Context: an optimization exercise on an open-source flow, tuned for small area. The choices shown serve that exercise and are no tape-out recipe. In this exercise RTL edits were held to simulation tests only and were not proved equivalent to the original. No driver is modelled on the clock port, so clocking that relies on it looks cheaper here than on a real chip. No activity file was given, so power comes from the tool's default toggle rates.

==> job 8920: inputs <==
## attn_input_loader
module attn_input_loader #(
    parameter int unsigned TIMEOUT_CYCLES = 1024
) (
    input  logic         clk,
    input  logic         rst,
    input  logic [15:0]  in_data,
    input  logic         in_valid,
    input  logic         in_last,
    output logic         in_ready,
    output logic [511:0] key,
    output logic [511:0] query,
    output logic [511:0] value,
    output logic         en,
    input  logic         all_done,
    output logic         busy,
    output logic [6:0]   word_cnt,
    output logic         frame_done,
    output logic         frame_err,
    output logic         timeout
);
export LEC_CHECK = 0
export CAP_MARGIN = 20
export CORE_AREA = 5 5 305 305
export DIE_AREA = 0 0 310 310
export SLEW_MARGIN = 20
create_clock -name core_clock -period 5.0 [get_ports {clk}]
standard.sh (not shown) runs the stock make flow with config.mk's settings and CLKGATE_MAP_FILE= SYNTH_SCRIPT=/design/flow/synth_recipe.tcl, a recipe that flattens the netlist after the stock synthesis.
==> flow/flow/run.sh <==
#!/bin/bash
# The standard layout, with these changes:
#  - each port gets a buf_1 (the smallest buffer) instead of buffer_ports' default cell;
#  - the IO placer may put pins on every routing track, which a small die needs for the
#    1570 ports;
#  - clock tree synthesis drives sink clusters of up to 20 flip-flops with clkbuf_8, the
#    levels above with clkbuf_16, and adds no dummy loads.
set -euo pipefail
CTS="-sink_clustering_enable -repair_clock_nets -dont_use_dummy_load"
CTS+=" -buf_list {sky130_fd_sc_hd__clkbuf_8 sky130_fd_sc_hd__clkbuf_16}"
CTS+=" -root_buf sky130_fd_sc_hd__clkbuf_16 -sink_clustering_buffer sky130_fd_sc_hd__clkbuf_8"
CTS+=" -sink_clustering_size 20 -sink_clustering_max_diameter 60"
bash standard.sh \
  "BUFFER_PORTS_ARGS=-buffer_cell sky130_fd_sc_hd__buf_1" \
  "PLACE_PINS_ARGS=-min_distance 1 -min_distance_in_tracks" \
  "CTS_ARGS=$CTS" \
  finish > make_finish.log 2>&1
==> inputs of job 8586, as changes to job 8920 <==
==> flow/flow/run.sh (replaced) <==
#!/bin/bash
# The standard layout, with these changes:
#  - each port gets a buf_1 (the smallest buffer) instead of buffer_ports' default cell;
#  - the IO placer may put pins on every routing track, which a small die needs for the
#    1570 ports;
#  - clock tree synthesis drives sink clusters of up to 19 flip-flops with clkbuf_8, the
#    levels above with clkbuf_16, and adds no dummy loads;
#  - repair steps buffer with buf_4 and smaller (flow/limit_bufs.tcl).
set -euo pipefail
L="$PWD/flow/limit_bufs.tcl"
CTS="-sink_clustering_enable -repair_clock_nets -dont_use_dummy_load"
CTS+=" -buf_list {sky130_fd_sc_hd__clkbuf_8 sky130_fd_sc_hd__clkbuf_16}"
CTS+=" -root_buf sky130_fd_sc_hd__clkbuf_16 -sink_clustering_buffer sky130_fd_sc_hd__clkbuf_8"
CTS+=" -sink_clustering_size 19 -sink_clustering_max_diameter 85"
bash standard.sh \
  "BUFFER_PORTS_ARGS=-buffer_cell sky130_fd_sc_hd__buf_1" \
  "PLACE_PINS_ARGS=-min_distance 1 -min_distance_in_tracks" \
  "CTS_ARGS=$CTS" \
  "PRE_GLOBAL_PLACE_TCL=$L" "PRE_RESIZE_TCL=$L" "PRE_CTS_TCL=$L" "PRE_GLOBAL_ROUTE_TCL=$L" \
  finish > make_finish.log 2>&1
==> flow/flow/limit_bufs.tcl (new file) <==
# Keeps the placement, resizing, CTS and global-route repairs from buffering with cells larger
# than buf_4: the enable net of the 1536 data flip-flops then gets a tree of small buffers.
set_dont_use {sky130_fd_sc_hd__buf_6 sky130_fd_sc_hd__buf_8 sky130_fd_sc_hd__buf_12 sky130_fd_sc_hd__buf_16 sky130_fd_sc_hd__bufinv_8 sky130_fd_sc_hd__bufinv_16 sky130_fd_sc_hd__bufbuf_8 sky130_fd_sc_hd__bufbuf_16}
==> inputs of job 8876, as changes to job 8920 <==
==> flow/flow/run.sh (replaced) <==
#!/bin/bash
# The standard layout, with these changes:
#  - each port gets a buf_1 (the smallest buffer) instead of buffer_ports' default cell;
#  - the IO placer may put pins on every routing track, which a small die needs for the
#    1570 ports;
#  - clock tree synthesis uses clkbuf_16 with larger sink clusters and no dummy loads.
set -euo pipefail
CTS="-sink_clustering_enable -repair_clock_nets -dont_use_dummy_load"
CTS+=" -buf_list sky130_fd_sc_hd__clkbuf_16 -sink_clustering_size 32 -sink_clustering_max_diameter 70"
bash standard.sh \
  "BUFFER_PORTS_ARGS=-buffer_cell sky130_fd_sc_hd__buf_1" \
  "PLACE_PINS_ARGS=-min_distance 1 -min_distance_in_tracks" \
  "CTS_ARGS=$CTS" \
  finish > make_finish.log 2>&1
==> results.txt <==
- The highest count of clock-buffer cells in the layout belongs to job 8920, the lowest to job 8876.
- Against job 8920, the core utilization of job 8586 is lower by 0.31 points.
- In synthesized cell count, job 8920 and job 8876 do not differ.
- In combinational power, job 8876 and job 8586 hardly differ.
- Die area is the same in job 8876 and job 8920.
- Job 8920 ran to the end with no violations. Job 8586 completed with no timing, DRC or antenna violations. Job 8876 finished clean.
- Power, lowest first: job 8586, job 8920, job 8876.
- The highest clock power belongs to job 8876, the lowest to job 8586.
- In flip-flop and latch count, job 8876 and job 8920 do not differ.
- The highest worst hold slack belongs to job 8586, the lowest to job 8920.
- Sequential share of layout area: job 8876 < job 8920 < job 8586.
==> figures <==
metric                                                                       job 8586                 job 8876                 job 8920
Fraction of final layout cells sized beyond drive strength 1                   0.0424                   0.0318                   0.0429
Final standard cell utilization of the core                                     0.624                    0.628                    0.627
Met1 Routed Length                                                           44200 um                 41200 um                 41900 um
Count of H-tree levels built during CTS                                             -                        3                        3
Peak supply drop                                                           0.000314 V               0.000296 V               0.000270 V
Multi-input combinational area share                                          0.00617                  0.00613                  0.00614
Required @ worst endpoint                                                     5.29 ns                  4.00 ns                  4.00 ns
Clock period minus final worst setup slack                                    2.75 ns                  2.67 ns                  2.68 ns
Critical path destination                                         frame[13]$_DFFE_PP_                  timeout                  timeout
Wire length of the first global-routing pass                                186000 um                178000 um                179000 um
Clock transition at the registers of the reported paths                       0.10 ns                  0.09 ns                  0.11 ns
Post-DP Area                                                               0.0546 mm2               0.0547 mm2               0.0547 mm2
Setup crit start                                                             in_valid          busy$_SDFF_PP0_          busy$_SDFF_PP0_
Pre-CTS worst setup slack                                                     1.61 ns                  1.85 ns                  1.85 ns
Antenna diode count                                                                 2                        3                        3
Worst reg2reg setup slack                                                     2.48 ns                  2.71 ns                  2.65 ns
Power dissipated by switching net loads                                       5.17 mW                  5.13 mW                  5.18 mW
Buffers plus inverters on the worst setup path                                      4                        2                        2
Outcome                                                       complete, no violations  complete, no violations  complete, no violations
CP peak stage delay                                                           0.69 ns                  0.47 ns                  0.47 ns
Clock Path Buffers                                                                  -                        3                        3

---

==> v26: inputs <==
attn_input_loader, a different RTL version from the one above (not shown whole).
==> module attn_input_loader, before the edit <==
module attn_input_loader #(
    parameter int unsigned TIMEOUT_CYCLES = 1024
) (
    input  logic         clk,
    input  logic         rst,
    input  logic [15:0]  in_data,
    input  logic         in_valid,
    input  logic         in_last,
    output logic         in_ready,
    output logic [511:0] key,
    output logic [511:0] query,
    output logic [511:0] value,
    output logic         en,
    input  logic         all_done,
    output logic         busy,
    output logic [6:0]   word_cnt,
    output logic         frame_done,
    output logic         frame_err,
    output logic         timeout
);
    function automatic logic [10:0] wd_step(input logic [10:0] s);
        wd_step = {s[9:0], ~(s[10] ^ s[8])};
    endfunction
    function automatic logic [10:0] wd_state(input int unsigned steps);
        logic [10:0] s;
        s = '0;
        for (int unsigned k = 0; k < steps; k++) s = wd_step(s);
        wd_state = s;
    endfunction
    localparam logic [10:0] WD_EXPIRE = wd_state(TIMEOUT_CYCLES - 1);
    logic [1535:0] frame;
    logic [10:0]   wd;
    logic [10:0]   wd_next;
    logic          last_idx, wd_expire, wd_fb, flag;
    assign in_ready = ~busy;
    assign {value, query, key} = frame;
    assign last_idx  = (word_cnt == 7'd95);
    assign wd_expire = (wd == WD_EXPIRE);
    assign wd_next   = wd_step(wd);
    assign wd_fb     = wd_next[0];
    always_ff @(posedge clk) begin
        if (in_valid && !en)
            frame <= {in_data, frame[1535:16]};
    end
    always_ff @(posedge clk) begin
        wd <= {wd[9:0], en & wd_fb};
    end
    assign frame_err  = flag && !busy;
    assign frame_done = flag && busy && !en;
    assign timeout    = !flag && busy && !en;
    always_ff @(posedge clk) begin
        if (rst) begin
            en        <= 1'b0;
            busy      <= 1'b0;
            word_cnt  <= '0;
            flag      <= 1'b0;
        end else begin
            flag      <= en ? all_done : (!busy && in_valid && (in_last != last_idx));
            if (!busy) begin
                if (in_valid) begin
                    en       <= in_last && last_idx;
                    busy     <= in_last && last_idx;
                    word_cnt <= (in_last || last_idx) ? 7'd0 : word_cnt + 7'd1;
                end
            end else if (en) begin
                if (all_done || wd_expire) en <= 1'b0;
            end else begin
                busy <= 1'b0;
            end
        end
    end
endmodule
clock: 5.0 ns
lec_check: 0
cap_margin: 20
core_area: 5 5 305 305
die_area: 0 0 310 310
slew_margin: 20
==> flow/flow/run.sh <==
#!/bin/bash
# The standard layout, with these changes:
#  - each port gets a buf_1 (the smallest buffer) instead of buffer_ports' default cell;
#  - the IO placer may put pins on every routing track, which a small die needs for the
#    1570 ports;
#  - clock tree synthesis drives sink clusters of up to 20 flip-flops with clkbuf_8, the
#    levels above with clkbuf_16, and adds no dummy loads;
#  - repair steps buffer with buf_4 and smaller (flow/limit_bufs.tcl).
set -euo pipefail
L="$PWD/flow/limit_bufs.tcl"
CTS="-sink_clustering_enable -repair_clock_nets -dont_use_dummy_load"
CTS+=" -buf_list {sky130_fd_sc_hd__clkbuf_8 sky130_fd_sc_hd__clkbuf_16}"
CTS+=" -root_buf sky130_fd_sc_hd__clkbuf_16 -sink_clustering_buffer sky130_fd_sc_hd__clkbuf_8"
CTS+=" -sink_clustering_size 20 -sink_clustering_max_diameter 60"
bash standard.sh \
  "BUFFER_PORTS_ARGS=-buffer_cell sky130_fd_sc_hd__buf_1" \
  "PLACE_PINS_ARGS=-min_distance 1 -min_distance_in_tracks" \
  "CTS_ARGS=$CTS" \
  "PRE_GLOBAL_PLACE_TCL=$L" "PRE_RESIZE_TCL=$L" "PRE_CTS_TCL=$L" "PRE_GLOBAL_ROUTE_TCL=$L" \
  finish > make_finish.log 2>&1
==> flow/flow/limit_bufs.tcl <==
# Keeps the placement, resizing, CTS and global-route repairs from buffering with cells larger
# than buf_4: the enable net of the 1536 data flip-flops then gets a tree of small buffers.
set_dont_use {sky130_fd_sc_hd__buf_6 sky130_fd_sc_hd__buf_8 sky130_fd_sc_hd__buf_12 sky130_fd_sc_hd__buf_16 sky130_fd_sc_hd__bufinv_8 sky130_fd_sc_hd__bufinv_16 sky130_fd_sc_hd__bufbuf_8 sky130_fd_sc_hd__bufbuf_16}
==> inputs of v4, as changes to v26 <==
==> flow/design.v (replaced) <==
module attn_input_loader #(
    parameter int unsigned TIMEOUT_CYCLES = 1024
) (
    input  logic         clk,
    input  logic         rst,
    input  logic [15:0]  in_data,
    input  logic         in_valid,
    input  logic         in_last,
    output logic         in_ready,
    output logic [511:0] key,
    output logic [511:0] query,
    output logic [511:0] value,
    output logic         en,
    input  logic         all_done,
    output logic         busy,
    output logic [6:0]   word_cnt,
    output logic         frame_done,
    output logic         frame_err,
    output logic         timeout
);
    logic [1535:0] frame;
    logic [9:0]    wd_cnt;
    logic          last_idx, wd_expire;
    assign in_ready = ~busy;
    assign {value, query, key} = frame;
    assign last_idx  = (word_cnt == 7'd95);
    assign wd_expire = (wd_cnt == 10'(TIMEOUT_CYCLES - 1));
    always_ff @(posedge clk) begin
        if (in_valid && !en)
            frame <= {in_data, frame[1535:16]};
    end
    always_ff @(posedge clk) begin
        if (!en) wd_cnt <= '0;
        else     wd_cnt <= wd_cnt + 10'd1;
    end
    always_ff @(posedge clk) begin
        if (rst) begin
            en         <= 1'b0;
            busy       <= 1'b0;
            word_cnt   <= '0;
            frame_done <= 1'b0;
            frame_err  <= 1'b0;
            timeout    <= 1'b0;
        end else begin
            frame_done <= en && all_done;
            timeout    <= en && !all_done && wd_expire;
            frame_err  <= !busy && in_valid && (in_last != last_idx);
            if (!busy) begin
                if (in_valid) begin
                    en       <= in_last && last_idx;
                    busy     <= in_last && last_idx;
                    word_cnt <= (in_last || last_idx) ? 7'd0 : word_cnt + 7'd1;
                end
            end else if (en) begin
                if (all_done || wd_expire) en <= 1'b0;
            end else begin
                busy <= 1'b0;
            end
        end
    end
endmodule
==> flow/run.sh (new file) <==
#!/bin/bash
# synth_recipe.tcl (not shown) runs the flow's synth.tcl, then flattens the netlist and writes it again
# the make line also repeats each setting of config.mk as NAME=value (left out here)
make -C /OpenROAD-flow-scripts/flow DESIGN_CONFIG=/design/flow/config.mk WORK_HOME=/design/flow/orfs CLKGATE_MAP_FILE= SYNTH_SCRIPT=/design/flow/synth_recipe.tcl finish
--- a/flow/config.mk
+++ b/flow/config.mk
@@ -7,5 +7,5 @@
 export LEC_CHECK = 0
 export CAP_MARGIN = 20
-export CORE_AREA = 5 5 305 305
-export DIE_AREA = 0 0 310 310
+export CORE_AREA = 5 5 595 595
+export DIE_AREA = 0 0 600 600
 export SLEW_MARGIN = 20
removed: flow/flow/run.sh
removed: flow/flow/limit_bufs.tcl
removed: flow/standard.sh
==> inputs of v27, as changes to v26 <==
==> flow/design.v (replaced) <==
module attn_input_loader #(
    parameter int unsigned TIMEOUT_CYCLES = 1024
) (
    input  logic         clk,
    input  logic         rst,
    input  logic [15:0]  in_data,
    input  logic         in_valid,
    input  logic         in_last,
    output logic         in_ready,
    output logic [511:0] key,
    output logic [511:0] query,
    output logic [511:0] value,
    output logic         en,
    input  logic         all_done,
    output logic         busy,
    output logic [6:0]   word_cnt,
    output logic         frame_done,
    output logic         frame_err,
    output logic         timeout
);
    typedef enum logic [1:0] {LOAD, RUN, RELEASE} state_t;
    state_t      state;
    logic [31:0] wd_cnt;
    logic [8:0]  slot;
    assign in_ready = (state == LOAD);
    assign slot = {word_cnt[4:0], 4'b0000};
    always_ff @(posedge clk) begin
        if (rst) begin
            state      <= LOAD;
            key        <= '0;
            query      <= '0;
            value      <= '0;
            en         <= 1'b0;
            busy       <= 1'b0;
            word_cnt   <= '0;
            wd_cnt     <= '0;
            frame_done <= 1'b0;
            frame_err  <= 1'b0;
            timeout    <= 1'b0;
        end else begin
            frame_done <= 1'b0;
            frame_err  <= 1'b0;
            timeout    <= 1'b0;
            case (state)
                LOAD: begin
                    if (in_valid) begin
                        case (word_cnt[6:5])
                            2'd0:    key[slot +: 16]   <= in_data;
                            2'd1:    query[slot +: 16] <= in_data;
                            default: value[slot +: 16] <= in_data;
                        endcase
                        if (in_last && word_cnt == 7'd95) begin
                            state    <= RUN;
                            en       <= 1'b1;
                            busy     <= 1'b1;
                            word_cnt <= '0;
                            wd_cnt   <= '0;
                        end else if (in_last || word_cnt == 7'd95) begin
                            frame_err <= 1'b1;
                            word_cnt  <= '0;
                        end else begin
                            word_cnt <= word_cnt + 7'd1;
                        end
                    end
                end
                RUN: begin
                    if (all_done) begin
                        frame_done <= 1'b1;
                        en         <= 1'b0;
                        state      <= RELEASE;
                    end else if (TIMEOUT_CYCLES != 0 && wd_cnt == TIMEOUT_CYCLES - 1) begin
                        timeout <= 1'b1;
                        en      <= 1'b0;
                        state   <= RELEASE;
                    end else begin
                        wd_cnt <= wd_cnt + 32'd1;
                    end
                end
                RELEASE: begin
                    state <= LOAD;
                    busy  <= 1'b0;
                end
                default: begin
                    state <= LOAD;
                    busy  <= 1'b0;
                    en    <= 1'b0;
                end
            endcase
        end
    end
endmodule
==> flow/run.sh (new file) <==
#!/bin/bash
# synth_recipe.tcl (not shown) runs the flow's synth.tcl, then flattens the netlist and writes it again
# the make line also repeats each setting of config.mk as NAME=value (left out here)
make -C /OpenROAD-flow-scripts/flow DESIGN_CONFIG=/design/flow/config.mk WORK_HOME=/design/flow/orfs CLKGATE_MAP_FILE= SYNTH_SCRIPT=/design/flow/synth_recipe.tcl finish
--- a/flow/config.mk
+++ b/flow/config.mk
@@ -7,5 +7,5 @@
 export LEC_CHECK = 0
 export CAP_MARGIN = 20
-export CORE_AREA = 5 5 305 305
-export DIE_AREA = 0 0 310 310
+export CORE_AREA = 5 5 595 595
+export DIE_AREA = 0 0 600 600
 export SLEW_MARGIN = 20
removed: flow/flow/run.sh
removed: flow/flow/limit_bufs.tcl
removed: flow/standard.sh
==> summary of the runs <==
Between v4 and v26, the lower via count is in v4 (gap 3.0%, measured against v26).
Hold slack: v26 < v4 < v27.
Fmax, highest first: v26, v4, v27.
In v27 the combinational power is smaller than in v4, by about 56%.
v27 went through all stages and came out clean. v4 ran to the end with no violations. v26 passed the timing, DRC and antenna checks.
Between v27 and v4, the lower sequential share of layout area is in v27 (gap 25 points).
Routed wire length: v27 is larger than v26 (110%).
Final cell count: v26 < v4 < v27.
Of v26 and v27, v27 has the higher non-clock buffer count (gap 123).
Clock-buffer cell count: v27 > v4 > v26.
==> figures <==
                                                                                                                 v26             v27                v4
Register-to-Register Path Depth                                                                                    4              12                 6
Relative contribution of the clock network to total power                                                      24.8%           50.3%             41.7%
Count of inserted antenna diode cells                                                                              1               6                 5
Worst-path cell with the longest stage delay                                                                 nor2b_4           or3_1          edfxtp_1
Endpoint kind of the worst setup timing path                                                                register        register       output port
XOR/XNOR share of the synthesized area                                                                       0.0560%          0.509%           0.0930%
Group drawing the most power                                                                        sequential cells           clock  sequential cells
Maximum VDD drop                                                                                              267 uV          281 uV            428 uV
Arithmetic-cell share of the synthesized area counting full adders, half adders and majority gates           0.0800%         0.0882%            0.106%
Gate count of the mapped netlist                                                                               1,612           6,944             1,642
Number of buffers on the longest clock path                                                                        -               4                 4
Dominant cell type by area after synthesis                                                                  edfxtp_1         dfxtp_1          edfxtp_1
Global-route usage over all layers                                                                             28.1%           15.9%             8.76%
FF+latch count, synth                                                                                          1,557           1,582             1,558
Utilization after layout                                                                                       62.7%           24.2%             21.5%
Net switching power                                                                                          5.22 mW         6.56 mW           7.01 mW
Result of the run                                                                                     finished clean  finished clean    finished clean
Pre-Repair DR Iteration Count                                                                                      5               6                 5
Die Span X                                                                                               310 microns     600 microns       600 microns

re-timing with driven ports:
No port has a modelled driver above. Below, the same layouts with a new extraction and two added sets of constraints. Step 1, drivers: a clkbuf_16 drives clk and a buf_2 each remaining input, both assumed. Step 2 moves the port delays by t, midway between the first and last clock arrival at a register: inputs arrive t later, outputs are due t later. That takes back most of the time a late clock gives input paths. Slacks: ideal / step 1 / step 2; pairs: ideal / step 1.
run	t, ns	slack for setup (ns)	worst setup path after step 2
job 8920	0.682	2.322 / 2.258 / 1.707	input to register
job 8586	0.690	2.253 / 2.208 / 1.519	input to register
job 8876	0.663	2.333 / 2.272 / 1.746	input to register
v26	0.687	2.202 / 2.153 / 1.493	input to register
v4	0.875	1.736 / 1.663 / 1.454	input to register
v27	0.909	0.886 / 0.886 / 0.157	input to register
After both steps setup and hold are still met in every run listed. For job 8586, which loses most, drivers alone change the setup slack by -0.045 ns; drivers and shift together by -0.734 ns.
